This design comes from an exercise in tuning for small area, a short achievable clock period and few clock cycles per item on the open sky130 flow, not from production work.
In this exercise RTL edits were held to simulation tests only and were not proved equivalent to the original.

## alpha
==> flow/design.v (excerpt) <==
module log2_top #(
  parameter int taylor_terms = 9
) (
  input  logic             clk,
  input  logic             arst_n,
  input  log2_pkg::float_t x,
  input  logic             start,
  output log2_pkg::float_t result,
  output logic             busy,
  output logic             done
);
clock: 18.5 ns
lec_check: 0
abc_area: 1
cap_margin: 20
core_margin: 2
core_utilization: 40
setup_slack_margin: 5
slew_margin: 20
tns_end_percent: 5
standard.sh (not shown) runs the stock make flow with config.mk's settings and CLKGATE_MAP_FILE= SYNTH_SCRIPT=/design/flow/synth_recipe.tcl, a recipe that flattens the netlist after the stock synthesis.
==> flow/flow/run.sh <==
#!/bin/bash
# The standard layout (standard.sh, all ORFS steps) with two changes:
# - synthesis keeps the multiplier tree (module fp_mul) apart until the end
#   and extracts full/half adder cells only there, so that ABC maps all the
#   logic after the tree (carry-propagate adder, rounding, alignment, add,
#   normalisation) as one network and sees its whole depth; the standard flow's
#   synthesis script is otherwise unchanged (synth -nofsm -noshare, flatten,
#   rename), so the registers are the standard synthesis's;
# - a larger setup margin for ORFS's timing repair.
# Each tool's output goes to standard.log here and to ORFS's own logs.
set -euo pipefail
here=$(pwd)
sed 's/^  extract_fa {\*}\[dont_use_extract_fa_args\]$/  extract_fa {*}[dont_use_extract_fa_args] fp_mul/' \
  "$FLOW_HOME/scripts/synth.tcl" > "$here/synth_fa.tcl"
grep -q 'extract_fa {\*}\[dont_use_extract_fa_args\] fp_mul' "$here/synth_fa.tcl"
sed "s#source \$::env(SCRIPTS_DIR)/synth.tcl#source $here/synth_fa.tcl#" synth_recipe.tcl > "$here/synth_recipe_fa.tcl"
grep -q "source $here/synth_fa.tcl" "$here/synth_recipe_fa.tcl"
bash standard.sh SYNTH_SCRIPT="$here/synth_recipe_fa.tcl" SYNTH_KEEP_MODULES=fp_mul \
  SETUP_SLACK_MARGIN=7 finish > standard.log 2>&1
Testbench counts of alpha, summed over its fixed seeds: cycles 29,876, items 2,560.
Setup changes, alpha to beta
--- a/flow/design.v
+++ b/flow/design.v
@@ -1041,46 +1041,43 @@
       st[log2_pkg::st_red] <= accept && !x_spec && !x_pow2;
       st[log2_pkg::st_hor] <= s_red || (s_hor && cnt != 3'd0);
       st[log2_pkg::st_ln]  <= s_hor && cnt == 3'd0;
       st[log2_pkg::st_sc]  <= (accept && !x_spec && x_pow2) || s_ln;
       st[log2_pkg::st_nr]  <= sc_near;
       if (s_red || s_hor) cnt <= s_red ? 3'(taylor_terms - 2) : cnt - 3'd1;
       busy <= accept ? !x_spec : busy && !((s_sc && !sc_near) || s_nr);
       done <= (accept && x_spec) || (s_sc && !sc_near) || s_nr;
     end
   end
-  logic use_add, use_p, use_near, acc_en;
+  logic use_add, use_p, use_near;
   logic sc_near;    
   log2_pkg::float_t acc_d, near;
   logic [18:0] tb_d;
   always_comb begin
     near     = {1'b1, 8'(8'd126 - {3'b0, nlz}), ny[22:0]};   
     sc_near  = s_sc && e == -9'sd1 && !p_zero && p_exp[7:0] == 8'd126;
     use_p    = (s_ln && k == '0) || (s_sc && (e == '0 || sc_near));
     use_near = s_nr;
     use_add  = s_hor || (s_ln && k != '0) || (s_sc && e != '0 && !sc_near);
-    acc_en   = accept || s_red || s_hor || s_ln || s_sc || s_nr;
     acc_d    = ({32{accept}} & (x_spec ? x_spec_val :
                                 {1'b0, x_pow2 ? 8'h00 : 8'h7f, recip_sig_x[22:0]}))
              | ({32{s_red}} & log2_pkg::taylor_coef[32*(taylor_terms-1) +: 32])
              | ({32{use_add}} & add_y)
              | ({32{use_p}} & p)
              | ({32{use_near}} & near);
     tb_d     = ({19{accept}} & (x_den ? ny[18:0] : x[18:0]))
              | ({19{s_red}} & ny[23:5])
              | ({19{s_ln}} & {1'b1, (k == '0) ? p[22:5] : add_y[22:5]});
   end
   always_ff @(posedge clk) begin
-    if (acc_en) begin
-      acc  <= acc_d;
-      accr <= use_add && add_r;
-    end
+    acc  <= acc_d;
+    accr <= use_add && add_r;
     if (accept || s_red || s_ln) tb <= tb_d;
     if (accept) begin
       k <= x_den ? ny[22:19] : x[22:19];
       e <= x_den ? 9'd386 - {4'b0, nlz} : {1'b0, x[30:23]} - 9'd127;   
     end
     if (s_red) begin
       texp <= 8'd127 - {3'b0, nlz};
       tz   <= (t_n == '0);
     end
   end
Findings:
- Summary of the comparison: met2 track demand over resource is higher in beta, relative to alpha.
- Relative to alpha, final cycle utilization of the critical path increased by 0.54 points in beta.
- Relative to alpha, highest clock frequency the design can meet decreased by 0.00082 GHz in beta.
- Taking alpha as the reference, in beta number of cells after detailed placement now sits at about the same level, worst setup margin now sits lower.
- Re overall die width: beta and alpha aren't equal, and the lower value belongs to beta.
Testbench counts of beta, summed over its fixed seeds: cycles 29,876, items 2,560.


the baseline:
Another version of the RTL of log2_top (not shown whole).
For scale: about 5,800 cells after synthesis, roughly 80 flip-flops, ~69 I/O pins, about 35,000 um2 of cells after synthesis.
Design log2_top, start of the top module:
module log2_top #(
  parameter int taylor_terms = 9
) (
  input  logic             clk,
  input  logic             arst_n,
  input  log2_pkg::float_t x,
  input  logic             start,
  output log2_pkg::float_t result,
  output logic             busy,
  output logic             done
);
clock: 18.5 ns
lec_check: 0
abc_area: 1
cap_margin: 20
core_margin: 2
core_utilization: 40
slew_margin: 20
run.sh (not shown) runs the stock make flow with config.mk's settings and CLKGATE_MAP_FILE= SYNTH_SCRIPT=/design/flow/synth_recipe.tcl, a recipe that flattens the netlist after the stock synthesis.
Stock flow here: none of the scripts above is used.
The baseline finished every stage and its layout cleared the timing, DRC and antenna checks.
Testbench counts of the baseline, summed over its fixed seeds: cycles 29,800, items 2,560.
Edits applied to the flow inputs when going from the baseline to the candidate:
--- a/flow/design.v
+++ b/flow/design.v
@@ -657,39 +657,39 @@
     sum  = {1'b0, prod[47:23]} + (nb ? {24'b0, inc1, 1'b0} : {25'b0, inc0});
     r    = {sum[25:1], sum[0] & ~nb};
   end
 endmodule
 `timescale 1ns/1ps
 module fp_add (
   input  log2_pkg::float_t a,      
   input  logic [25:0]      r,      
   input  logic [4:0]       d,      
   input  logic             sub,    
   output log2_pkg::float_t y
 );
-  logic        rnd;
+  logic        rnd, stk;
   log2_pkg::sig_t sig_l, mant;
-  logic [59:0] wide;
+  logic [27:0] r4, al, msk;
   logic [26:0] small_al;
   logic [27:0] sum;
   logic [24:0] mr;
   logic [7:0]  ez;
   always_comb begin
     sig_l    = {1'b1, a[22:0]};
-    wide     = {1'b0, r, 3'b000, 30'b0} >> d;
-    small_al = {wide[56:31], |wide[30:0]};   
-    if (sub)
-      sum = {1'b0, sig_l, 3'b000} - {1'b0, small_al};
-    else
-      sum = {1'b0, sig_l, 3'b000} + {1'b0, small_al};
+    r4       = {r, 2'b00};
+    al       = r4 >> d;
+    msk      = ~(28'hfff_ffff << d);      
+    stk      = |(r4 & msk);
+    small_al = {al[25:0], stk};           
+    sum = {1'b0, sig_l, 3'b000} + ({1'b0, small_al} ^ {28{sub}}) + {27'b0, sub};
     ez = a[30:23];
     if (sum[27]) begin   
       sum = {1'b0, sum[27:2], sum[1] | sum[0]};
       ez  = ez + 8'd1;
     end else if (!sum[26]) begin
       sum = {sum[26:0], 1'b0};
       ez  = ez - 8'd1;
     end
     mant = sum[26:3];
     rnd  = sum[2] & ((|sum[1:0]) | mant[0]);
     mr   = {1'b0, mant} + {24'b0, rnd};
     if (mr[24]) ez = ez + 8'd1;
@@ -844,42 +844,36 @@
   logic [18:0]          tb;     
   logic [7:0]           texp;   
   logic                 tz;     
   logic signed [8:0]    e;      
   log2_pkg::tab_idx_t   k;
   assign result = acc;
   logic s_den, s_red, s_hor, s_ln, s_sc;
   assign s_den = st[log2_pkg::st_den];
   assign s_red = st[log2_pkg::st_red];
   assign s_hor = st[log2_pkg::st_hor];
   assign s_ln  = st[log2_pkg::st_ln];
   assign s_sc  = st[log2_pkg::st_sc];
-  logic [23:0]      recip_sig_x, recip_sig_n, rs_unused;
-  logic [28:0]      recip_k, rk_unused_x, rk_unused_n;
-  log2_pkg::float_t ln_val, ln_unused_x, ln_unused_n;
+  logic [23:0]      recip_sig_x, rs_unused;
+  logic [28:0]      recip_k, rk_unused_x;
+  log2_pkg::float_t ln_val, ln_unused_x;
   logic [28:0]      cm5;
   logic [23:0]      ny;
   logic [4:0]       nlz;
   log2_tables u_tab_x (   
-    .idx       (x[22:19]),
+    .idx       (s_den ? ny[22:19] : x[22:19]),
     .recip_sig (recip_sig_x),
     .recip_k   (rk_unused_x),
     .ln_val    (ln_unused_x)
   );
-  log2_tables u_tab_n (   
-    .idx       (ny[22:19]),
-    .recip_sig (recip_sig_n),
-    .recip_k   (rk_unused_n),
-    .ln_val    (ln_unused_n)
-  );
   log2_tables u_tab_k (
     .idx       (k),
     .recip_sig (rs_unused),
     .recip_k   (recip_k),
     .ln_val    (ln_val)
   );
   log2_cmul5 u_cm5 (
     .lo (acc[4:0]),
     .y  (cm5)
   );
   logic [23:0] mul_a;
   logic [52:0] mul_x, mul_p;
@@ -1011,25 +1005,25 @@
       end
     end
   end
   always_ff @(posedge clk) begin
     if (accept) begin
       acc  <= x_spec ? x_spec_val : x_pow2 ? 32'h0 :
               x_den ? x : {9'h07f, recip_sig_x[22:0]};
       tb   <= x[18:0];
       k    <= x[22:19];
       e    <= {1'b0, x[30:23]} - 9'd127;
     end
     if (s_den) begin
-      acc <= {9'h07f, recip_sig_n[22:0]};
+      acc <= {9'h07f, recip_sig_x[22:0]};
       tb  <= ny[18:0];
       k   <= ny[22:19];
       e   <= 9'd386 - {4'b0, nlz};   
     end
     if (s_red) begin
       acc  <= log2_pkg::taylor_coef[32*(taylor_terms-1) +: 32];
       tb   <= ny[23:5];
       texp <= 8'd127 - {3'b0, nlz};
       tz   <= (t_n == '0);
     end
     if (s_hor) acc <= add_y;
     if (s_ln) begin
### Flow results
Number of clock buffer instances in the layout: higher on the candidate. The candidate: setup slack is 0.83 ns higher than what the baseline reported. Between the baseline and the candidate, the difference in portion of the layout cell area used by clock cells is negligible. On detailed-route vias per instance: the candidate sits above the baseline. Compare the baseline and the candidate | share of the clock period used by the worst path higher: the baseline. Against the baseline, cell area in the candidate came out better. Sort the baseline and the candidate by non-clock buffer count desc -> top: the candidate.
Testbench counts of the candidate, summed over its fixed seeds: cycles 29,800, items 2,560.

what the ideal ports hide:
The flow's constraints put no driver on any port. The routed layouts listed below were extracted and timed again, unchanged, in two steps. Step 1 sets driving cells, clkbuf_16 on the clock port and buf_2 on the other inputs (assumed; they add their load-dependent delay and slew). Step 2 moves the port delays by t, midway between the first and last clock arrival at a register: inputs arrive t later, outputs are due t later. That takes back most of the time a late clock gives input paths. a / b / c = ideal ports / drivers / drivers and shift; a / b = the first two.
| run | shift t [ns] | slack for setup (ns) | slew at the worst register clock pin (ns) | cell pins on the clock port's net |
|---|---|---|---|---|
| alpha | 0.425 | 7.494 / 7.494 / 7.494 | 0.08 / 0.08 | 1 |
| beta | 0.413 | 7.394 / 7.394 / 7.394 | 0.08 / 0.08 | 1 |
| the baseline | 0.402 | 1.879 / 1.879 / 1.879 | 0.08 / 0.08 | 1 |
| the candidate | 0.410 | 2.711 / 2.711 / 2.711 | 0.08 / 0.08 | 1 |
After both steps setup and hold are still met in every run listed.
